Context: an optimization exercise on an open-source flow, tuned for small area, a short achievable clock period and few clock cycles per item. The choices shown serve that exercise and are no tape-out recipe. The RTL was checked by simulation tests, not by an equivalence proof against the original design.

## job 1737
## aes_block_encrypt_unit
module aes_block_encrypt_unit (
	input  logic        clk,
	input  logic        arst_n,
	input  logic        start,
	output logic        busy,
	input  logic [63:0] plaintext_high,
	input  logic [63:0] plaintext_low,
	output logic        done,
	output logic [63:0] ciphertext_high,
	output logic [63:0] ciphertext_low,
	input  logic        cfg_we,
	input  logic [2:0]  cfg_index,
	input  logic [63:0] cfg_data
);
	logic [1:0] key_size_q, key_size_d;
	logic [63:0] key_part_q [0:3];
	logic [63:0] key_part_d [0:3];
	logic busy_q, done_q;
	logic [3:0] rnd_q, g_nr;
	logic [7:0] rcon_q;
	logic ph1_q, ph2_q, odd_q;
	logic [255:0] win_q, win_step;
	logic [31:0] sin_q, sin_step, sin_load;
	logic [127:0] st_q, rnd_out;
	logic accept, last, stepping, m128, m192, rot_used;
	assign g_nr = aes_pkg::key_nr(key_size_q);
	assign m128 = (key_size_q == 2'd0);
	assign m192 = (key_size_q == 2'd1);
	assign accept = start && !busy_q;
	assign last = busy_q && (rnd_q == g_nr);
	assign stepping = accept || (busy_q && !last);
	assign rot_used = m128 || (m192 ? !ph2_q : !odd_q);
	assign busy = busy_q;
	assign done = done_q;
	aes_key_expand u_kx (
		.win(win_q), .sin(sin_q), .m128(m128), .m192(m192), .ph1(ph1_q), .ph2(ph2_q),
  ...
Size: about 14000 cells after synthesis, roughly 0.079 sq mm of cells after synthesis.
==> flow/config.mk <==
export PLATFORM = sky130hd
export DESIGN_NAME = aes_block_encrypt_unit
export DESIGN_NICKNAME = aes_block_encrypt_unit
export VERILOG_FILES = /design/flow/design.v
export SDC_FILE = /design/flow/constraint.sdc
export NUM_CORES = 8
export LEC_CHECK = 0
export ABC_AREA = 1
export CAP_MARGIN = 20
export CORE_MARGIN = 2
export CORE_UTILIZATION = 45
export PLACE_DENSITY = 0.6
export SETUP_SLACK_MARGIN = 2.0
export SLEW_MARGIN = 20
==> flow/constraint.sdc <==
create_clock -name core_clock -period 7.0 [get_ports {clk}]
set_input_delay 1.4000 -clock core_clock [delete_from_list [all_inputs] [get_ports {clk}]]
set_output_delay 1.4000 -clock core_clock [all_outputs]
set_load 0.01 [all_outputs]
run.sh (not shown) runs the stock make flow with config.mk's settings and CLKGATE_MAP_FILE= SYNTH_SCRIPT=/design/flow/synth_recipe.tcl, a recipe that flattens the netlist after the stock synthesis.
Testbench counts of job 1737, summed over its fixed seeds: cycles 30,296, blocks 2,304.
The inputs of job 9059 differ from those of job 1737 as listed below.
- swapping 45 for 50 in CORE_UTILIZATION
- swapping 0.6 for 0.5 in PLACE_DENSITY
==> flow/flow/run.sh (new file) <==
#!/bin/bash
# Layout flow: the standard flow with two changes:
# - synthesis maps with ABC's area script using "dch -f" (full choice computation) instead of
#   "dch"; the rest of synthesis, and so every register, is unchanged;
# - the buffers placement puts on every input and output port are sky130_fd_sc_hd__buf_1.
# The make output goes to standard_flow.log; each ORFS step keeps its own log under orfs/logs.
set -euo pipefail
mkdir -p scripts_mod
cp -r "$FLOW_HOME"/scripts/. scripts_mod/
sed -i 's/^dch$/dch -f/' scripts_mod/abc_area.script
bash standard.sh "SCRIPTS_DIR=$PWD/scripts_mod" "BUFFER_PORTS_ARGS=-buffer_cell sky130_fd_sc_hd__buf_1" finish > standard_flow.log 2>&1
==> flow/standard.sh (new file) <==
#!/bin/bash
# synth_recipe.tcl (not shown) runs the flow's synth.tcl, then flattens the netlist and writes it again
# the make line also repeats each setting of config.mk as NAME=value (left out here)
make -C /OpenROAD-flow-scripts/flow DESIGN_CONFIG=/design/flow/config.mk WORK_HOME=/design/flow/orfs CLKGATE_MAP_FILE= SYNTH_SCRIPT=/design/flow/synth_recipe.tcl "${@:-finish}"
removed: flow/run.sh
## What came out
Looking at time the final worst path needs with I/O delays and setup, job 9059 sits above job 1737. Going from job 1737 to job 9059, total inserted antenna cells fell by about 28%; final instance area decreased about 4.5%. The full die area in job 9059 was lower than what job 1737 gave.
Input changes introduced in job 5331 (baseline for comparison: job 9059):
- CORE_UTILIZATION: 50 -> 60
- PLACE_DENSITY: 0.5 -> 0.72
==> flow/run.sh (new file) <==
#!/bin/bash
# synth_recipe.tcl (not shown) runs the flow's synth.tcl, then flattens the netlist and writes it again
# the make line also repeats each setting of config.mk as NAME=value (left out here)
make -C /OpenROAD-flow-scripts/flow DESIGN_CONFIG=/design/flow/config.mk WORK_HOME=/design/flow/orfs CLKGATE_MAP_FILE= SYNTH_SCRIPT=/design/flow/synth_recipe.tcl finish
removed: flow/flow/run.sh
removed: flow/standard.sh
- Delta (job 5331 minus job 9059): number of antenna violations at the first check in global routing fell by 1, cell area after layout rose by 3.6%, routed metal-1 wire length fell by about 10%, synthesis-to-layout area growth rose by 1.6 points.
- The worst hold slack across all endpoints of job 5331 exceeds that of job 9059 by 4.3 ps.
- st_q[107] as the launching element of the worst setup path was reported by job 9059, and cfg_we by job 5331.
- Clock network contribution to total cell area: job 5331 vs job 9059 down 0.24 points
- Diff job 5331..job 9059 | quantity of I/O buffers inserted on ports | unchanged
- Post-route clock skew: job 9059 and job 5331 compared, lower one is job 5331
- Job 5331 vs. job 9059: worst-case headroom to the max-slew limit lower; wire length on met3 went up by about 50%; count of pins on the block boundary now sits at about the same level.
### job 5331 -> job 9972
- swapping 0.72 for 0.65 in PLACE_DENSITY
- swapping 60 for 50 in CORE_UTILIZATION
==> flow/flow/run.sh (new file) <==
#!/bin/bash
# Layout flow: the standard flow with two changes:
# - synthesis maps with ABC's area script using "dch -f" (full choice computation) instead of
#   "dch"; the rest of synthesis, and so every register, is unchanged;
# - the buffers placement puts on every input and output port are sky130_fd_sc_hd__buf_1.
# The make output goes to standard_flow.log; each ORFS step keeps its own log under orfs/logs.
set -euo pipefail
mkdir -p scripts_mod
cp -r "$FLOW_HOME"/scripts/. scripts_mod/
sed -i 's/^dch$/dch -f/' scripts_mod/abc_area.script
bash standard.sh "SCRIPTS_DIR=$PWD/scripts_mod" "BUFFER_PORTS_ARGS=-buffer_cell sky130_fd_sc_hd__buf_1" finish > standard_flow.log 2>&1
==> flow/standard.sh (new file) <==
#!/bin/bash
# synth_recipe.tcl (not shown) runs the flow's synth.tcl, then flattens the netlist and writes it again
# the make line also repeats each setting of config.mk as NAME=value (left out here)
make -C /OpenROAD-flow-scripts/flow DESIGN_CONFIG=/design/flow/config.mk WORK_HOME=/design/flow/orfs CLKGATE_MAP_FILE= SYNTH_SCRIPT=/design/flow/synth_recipe.tcl "${@:-finish}"
removed: flow/run.sh
Notes after the runs:
- Job 9972 completed every stage of the flow, and the final layout passed the timing, DRC and antenna checks.
- Routed wire length | job 9972 below job 5331
- Compared with job 5331, job 9972 degrades core outline area.
- Job 9972 ended up with xor2_1 as its slowest cell on the critical path; job 5331 ended up with o21ai_0.
- Taking job 5331 over job 9972, the average wire per cell in the routed design ratio works out to 1.06.
- Compared job 9972 against job 5331; CTS clock-pin slew for the worst setup and hold paths within noise.
- Job 9972 vs job 5331, category of the critical setup timing path: reg -> reg vs in -> reg

-- port drivers added, routing unchanged --
How much do the figures lean on ideal ports? The routed layouts below were timed once more, with nothing changed but the port constraints. Step 1 (the two cells are an assumption about what drives the block):
set clk [get_ports {clk}]
set_driving_cell -lib_cell sky130_fd_sc_hd__clkbuf_16 $clk
set_driving_cell -lib_cell sky130_fd_sc_hd__buf_2 [delete_from_list [all_inputs] $clk]
Step 2 adds t to the input delays and takes it off the output delays; t is the mean of the earliest and latest rising clock arrival at the registers after step 1. Input paths then give back, and output paths get back, about the clock's delay inside the block. a / b / c = ideal ports / drivers / drivers and shift; a / b = the first two.
run	shift t [ns]	setup slack, ns	worst register clock-pin slew, ns
job 1737	0.808	2.044 / 2.044 / 1.480	0.07 / 0.07
job 9059	0.819	2.023 / 2.023 / 2.023	0.07 / 0.07
job 5331	0.823	2.012 / 2.052 / 1.259	0.07 / 0.07
job 9972	0.806	2.085 / 2.085 / 1.575	0.08 / 0.08
After both steps every run listed still meets setup and hold. The setup slack of job 5331, which loses most, moves by +0.040 ns with the drivers and by -0.753 ns with both steps.
